What follows belongs to an exercise in optimizing a design on an open flow for small area and a short achievable clock period; a production flow would make more cautious choices.
At most, simulation tests tie the RTL to the original design; equivalence was not proved.
Power and IR drop assume default switching activity.

oak:
## pci_master
module pci_master (
   input  logic                                CLK,
   input  logic                                reset,
   input  logic                                cmd_req,
   input  logic                                cmd_dir,
   input  logic [pci_master_pkg::ADDR_W-1:0]   cmd_addr,
   input  logic [pci_master_pkg::LEN_W-1:0]    cmd_len,
   output logic                                cmd_ack,
   output logic                                sts_fatal,
   output logic [pci_master_pkg::LEN_W-1:0]    sts_beats,
   input  logic                                wr_req,
   input  logic [pci_master_pkg::DATA_W-1:0]   wr_data,
   output logic                                wr_ack,
   input  logic                                rd_req,
   output logic                                rd_ack,
   output logic [pci_master_pkg::DATA_W-1:0]   rd_data,
   input  logic [pci_master_pkg::DATA_W-1:0]   adio_out,
   input  logic                                m_data,
   input  logic                                m_data_vld,
   input  logic                                m_addr_n,
   input  logic                                m_src_en,
   input  logic [pci_master_pkg::CSR_W-1:0]    csr,
   output logic [pci_master_pkg::DATA_W-1:0]   adio_in,
   output logic [3:0] m_cbe,
   output logic                                m_wrdn,
   output logic                                request,
   output logic                                complete,
   output logic                                m_ready
);
==> module master_fsm, before the edit <==
module master_fsm (
   input  logic                                CLK,
   input  logic                                reset,
   input  logic                                cmd_req,
   input  logic                                cmd_dir,
   input  logic                                m_data,
   input  logic                                m_data_vld,
   input  logic                                m_src_en,
   input  logic [pci_master_pkg::CSR_W-1:0]    csr,
   input  logic                                last_beat,
   output logic                                cmd_ack,
   output logic                                sts_fatal,
   output logic                                start,
   output logic                                dir,
   output logic                                st_read,
   output logic                                st_write,
   output logic                                bus_push,
   output logic                                bus_pop,
   output logic                                request,
   output logic                                m_ready
);
   logic st_finish;
   logic idle;
   logic in_data;
   logic m_data_q;
   logic data_fell;
   logic abort;
   logic burst_full;
   assign abort = csr[pci_master_pkg::CSR_MABORT] | csr[pci_master_pkg::CSR_TABORT];
   assign idle = !(request || st_read || st_write || st_finish);
   assign in_data = st_read || st_write;
   assign start = idle && cmd_req && !cmd_ack;
   assign data_fell = m_data_q & ~m_data;
   assign bus_push = st_read && m_data_vld && !burst_full;
   assign bus_pop = st_write && m_src_en && !burst_full;
   always_ff @(posedge CLK or posedge reset) begin
      if (reset) begin
         request <= 1'b0;
         st_read <= 1'b0;
         st_write <= 1'b0;
         st_finish <= 1'b0;
         m_data_q <= 1'b0;
         m_ready <= 1'b0;
         dir <= 1'b0;
      end else begin
         request <= start;
         st_read <= (request && !dir) || (st_read && !data_fell);
         st_write <= (request && dir) || (st_write && !data_fell);
         st_finish <= (in_data && data_fell) || (st_finish && !(cmd_ack && !cmd_req));
         m_data_q <= m_data;
         m_ready <= 1'b1;
         if (start)
            dir <= cmd_dir;
      end
   end
   always_ff @(posedge CLK or posedge reset) begin
      if (reset)
         sts_fatal <= 1'b0;
      else if (start)
         sts_fatal <= 1'b0;
      else if (m_data && abort)
         sts_fatal <= 1'b1;
   end
   always_ff @(posedge CLK or posedge reset) begin
      if (reset)
         burst_full <= 1'b0;
      else if (start)
         burst_full <= 1'b0;
      else if (in_data && m_data_vld && last_beat)
         burst_full <= 1'b1;
   end
   always_ff @(posedge CLK or posedge reset) begin
      if (reset)
         cmd_ack <= 1'b0;
      else if (!cmd_req)
         cmd_ack <= 1'b0;
      else if (st_finish)
         cmd_ack <= 1'b1;
   end
endmodule
==> module bus_driver, before the edit <==
module bus_driver (
   input  logic                                CLK,
   input  logic                                reset,
   input  logic                                start,
   input  logic [pci_master_pkg::ADDR_W-1:0]   cmd_addr,
   input  logic                                dir,
   input  logic                                in_data,
   input  logic                                st_write,
   input  logic                                m_addr_n,
   input  logic                                m_data,
   input  logic                                m_data_vld,
   input  logic [pci_master_pkg::DATA_W-1:0]   head_data,
   output logic [pci_master_pkg::DATA_W-1:0]   adio_in,
   output logic [3:0] m_cbe,
   output logic                                m_wrdn
);
   logic [pci_master_pkg::ADDR_W-1:2] address;
   pci_master_pkg::pci_cmd_e command;
   always_ff @(posedge CLK or posedge reset) begin
      if (reset)
         address <= '0;
      else if (start)
         address <= cmd_addr[pci_master_pkg::ADDR_W-1:2];
      else if (in_data && m_data_vld)
         address <= address + 1'b1;
   end
   assign command = dir ? pci_master_pkg::CMD_MEM_WRITE : pci_master_pkg::CMD_MEM_READ;
   assign m_cbe = !m_addr_n ? command : '0;
   assign m_wrdn = dir;
   always_comb begin
      if (!m_addr_n)
         adio_in = {address, 2'b00};
      else if (st_write && m_data)
         adio_in = head_data;
      else
         adio_in = '0;
   end
endmodule
==> module pci_master, before the edit <==
module pci_master (
   input  logic                                CLK,
   input  logic                                reset,
   input  logic                                cmd_req,
   input  logic                                cmd_dir,
   input  logic [pci_master_pkg::ADDR_W-1:0]   cmd_addr,
   input  logic [pci_master_pkg::LEN_W-1:0]    cmd_len,
   output logic                                cmd_ack,
   output logic                                sts_fatal,
   output logic [pci_master_pkg::LEN_W-1:0]    sts_beats,
   input  logic                                wr_req,
   input  logic [pci_master_pkg::DATA_W-1:0]   wr_data,
   output logic                                wr_ack,
   input  logic                                rd_req,
   output logic                                rd_ack,
   output logic [pci_master_pkg::DATA_W-1:0]   rd_data,
   input  logic [pci_master_pkg::DATA_W-1:0]   adio_out,
   input  logic                                m_data,
   input  logic                                m_data_vld,
   input  logic                                m_addr_n,
   input  logic                                m_src_en,
   input  logic [pci_master_pkg::CSR_W-1:0]    csr,
   output logic [pci_master_pkg::DATA_W-1:0]   adio_in,
   output logic [3:0] m_cbe,
   output logic                                m_wrdn,
   output logic                                request,
   output logic                                complete,
   output logic                                m_ready
);
   logic start;
   logic dir;
   logic st_read;
   logic st_write;
   logic last_beat;
   logic bus_push;
   logic bus_pop;
   logic [pci_master_pkg::DATA_W-1:0] head_data;
   master_fsm master_fsm_inst (
      .CLK        (CLK),
      .reset      (reset),
      .cmd_req    (cmd_req),
      .cmd_dir    (cmd_dir),
      .m_data     (m_data),
      .m_data_vld (m_data_vld),
      .m_src_en   (m_src_en),
      .csr        (csr),
      .last_beat  (last_beat),
      .cmd_ack    (cmd_ack),
      .sts_fatal  (sts_fatal),
      .start      (start),
      .dir        (dir),
      .st_read    (st_read),
      .st_write   (st_write),
      .bus_push   (bus_push),
      .bus_pop    (bus_pop),
      .request    (request),
      .m_ready    (m_ready)
   );
   beat_counter beat_counter_inst (
      .CLK        (CLK),
      .reset      (reset),
      .start      (start),
      .cmd_len    (cmd_len),
      .m_data_vld (m_data_vld),
      .in_data    (st_read || st_write),
      .last_beat  (last_beat),
      .complete   (complete),
      .sts_beats  (sts_beats)
   );
   data_fifo data_fifo_inst (
      .CLK        (CLK),
      .reset      (reset),
      .wr_req     (wr_req),
      .wr_data    (wr_data),
      .rd_req     (rd_req),
      .bus_push   (bus_push),
      .bus_data   (adio_out),
      .bus_pop    (bus_pop),
      .wr_ack     (wr_ack),
      .rd_ack     (rd_ack),
      .rd_data    (rd_data),
      .head_data  (head_data)
   );
   bus_driver bus_driver_inst (
      .CLK        (CLK),
      .reset      (reset),
      .start      (start),
      .cmd_addr   (cmd_addr),
      .dir        (dir),
      .in_data    (st_read || st_write),
      .st_write   (st_write),
      .m_addr_n   (m_addr_n),
      .m_data     (m_data),
      .m_data_vld (m_data_vld),
      .head_data  (head_data),
      .adio_in    (adio_in),
      .m_cbe      (m_cbe),
      .m_wrdn     (m_wrdn)
   );
endmodule
Settings: LEC_CHECK=0, CAP_MARGIN=20, CORE_MARGIN=2, CORE_UTILIZATION=45, CTS_BUF_LIST=sky130_fd_sc_hd__clkbuf_16, CTS_CLUSTER_DIAMETER=150, CTS_CLUSTER_SIZE=30, SETUP_SLACK_MARGIN=2.8, SLEW_MARGIN=20; clock period 6.0 ns.
run.sh (not shown) runs the stock make flow with config.mk's settings and CLKGATE_MAP_FILE= SYNTH_SCRIPT=/design/flow/synth_recipe.tcl, a recipe that flattens the netlist after the stock synthesis.
Here is what was changed in the inputs of pine compared with oak.
-- flow/design.v --
<<< oak, line 37
   output logic                                st_read,
   output logic                                st_write,
   output logic                                bus_push,
   output logic                                bus_pop,
>>> pine, line 37
   output logic                                st_read,
   output logic                                st_write,
   output logic [3:0]                          st_write_dup,
   output logic                                bus_push,
   output logic                                bus_pop,
<<< oak, line 61
         st_read <= 1'b0;
         st_write <= 1'b0;
         st_finish <= 1'b0;
         m_data_q <= 1'b0;
>>> pine, line 62
         st_read <= 1'b0;
         st_write <= 1'b0;
         st_write_dup <= '0;
         st_finish <= 1'b0;
         m_data_q <= 1'b0;
<<< oak, line 69
         st_read <= (request && !dir) || (st_read && !data_fell);
         st_write <= (request && dir) || (st_write && !data_fell);
         st_finish <= (in_data && data_fell) || (st_finish && !(cmd_ack && !cmd_req));
         m_data_q <= m_data;
>>> pine, line 71
         st_read <= (request && !dir) || (st_read && !data_fell);
         st_write <= (request && dir) || (st_write && !data_fell);
         for (int k = 0; k < 4; k++)
            st_write_dup[k] <= (request && dir) || (st_write_dup[k] && !data_fell);
         st_finish <= (in_data && data_fell) || (st_finish && !(cmd_ack && !cmd_req));
         m_data_q <= m_data;
<<< oak, line 270
   input  logic                                dir,
   input  logic                                in_data,
   input  logic                                st_write,
   input  logic                                m_addr_n,
   input  logic                                m_data,
>>> pine, line 274
   input  logic                                dir,
   input  logic                                in_data,
   input  logic [3:0]                          st_write_dup,
   input  logic                                m_addr_n,
   input  logic                                m_data,
<<< oak, line 293
   assign m_wrdn = dir;
   always_comb begin
      if (!m_addr_n)
         adio_in = {address, 2'b00};
      else if (st_write && m_data)
         adio_in = head_data;
      else
         adio_in = '0;
   end
endmodule
>>> pine, line 297
   assign m_wrdn = dir;
   always_comb begin
      for (int b = 0; b < 4; b++) begin
         if (!m_addr_n)
            adio_in[b*8 +: 8] = {address, 2'b00} >> (b*8);
         else if (st_write_dup[b] && m_data)
            adio_in[b*8 +: 8] = head_data[b*8 +: 8];
         else
            adio_in[b*8 +: 8] = '0;
      end
   end
endmodule
<<< oak, line 335
   logic st_read;
   logic st_write;
   logic last_beat;
   logic bus_push;
>>> pine, line 341
   logic st_read;
   logic st_write;
   logic [3:0] st_write_dup;
   logic last_beat;
   logic bus_push;
<<< oak, line 355
      .st_read    (st_read),
      .st_write   (st_write),
      .bus_push   (bus_push),
      .bus_pop    (bus_pop),
>>> pine, line 362
      .st_read    (st_read),
      .st_write   (st_write),
      .st_write_dup (st_write_dup),
      .bus_push   (bus_push),
      .bus_pop    (bus_pop),
<<< oak, line 392
      .dir        (dir),
      .in_data    (st_read || st_write),
      .st_write   (st_write),
      .m_addr_n   (m_addr_n),
      .m_data     (m_data),
>>> pine, line 400
      .dir        (dir),
      .in_data    (st_read || st_write),
      .st_write_dup (st_write_dup),
      .m_addr_n   (m_addr_n),
      .m_data     (m_data),
pine: done, clean on timing, DRC and antenna. Final worst slack in pine vs oak: up 0.046 ns. Summary: with oak as the reference, total via count in the routed design in pine moved up slightly. Status: portion of the post-synthesis area used by sequential elements parity (oak, pine). The core outline area on oak is in line with that on pine. Total non-filler cell area in the finished layout: pine vs oak up 430 sq um. The higher post-synthesis compound-gate area fraction of oak and pine is in oak. A uppermost signal routing layer after detailed routing of met5 is what pine shows, while met4 belongs to oak. The relative area of non-clock buffer cells in the final design in pine was lower than what oak gave. The shortest period the worst path allows number comes out higher for oak vs pine. When the final numbers for oak and pine were put side by side, the first-pass GRT wire length turned out to be greater in pine. Wire: pine routes more than oak. From oak to pine the numbers moved as follows: area share of fa/ha/maj cells after synthesis neither gained nor lost much; relative contribution of combinational cells to total power dropped 0.4 points; combined global-route utilization of all metal layers now larger. Cell with the biggest individual delay on the critical path: buf_12 -> pine, a22o_1 -> oak. [pine] layout overhead on the synthesized area rose 0.50 points relative to oak.
For pine, only the layout was checked, not whether the RTL still works.

==> re-timing with driven ports <==
Ports are ideal in the flow. The routed layouts listed here were re-timed in OpenROAD.
Step 1 sets driving cells, clkbuf_16 on the clock port and buf_2 on the other inputs (assumed; they add their load-dependent delay and slew).
Step 2 times the ports against the registers' clock, not the clock port: input delays grow and output delays shrink by t, the midpoint of the rising clock arrivals with the driver on.
Three values: ideal ports, drivers, drivers and shift; two values: the first two.
run | shift t [ns] | slack for setup (ns) | clock arrival spread, ns
oak | 0.699 | 2.587 / 2.553 / 2.149 | 0.029 / 0.029
pine | 0.703 | 2.633 / 2.580 / 1.986 | 0.031 / 0.031
After both steps every run listed still meets setup and hold. For pine, which loses most, drivers alone change the setup slack by -0.053 ns; drivers and shift together by -0.647 ns.
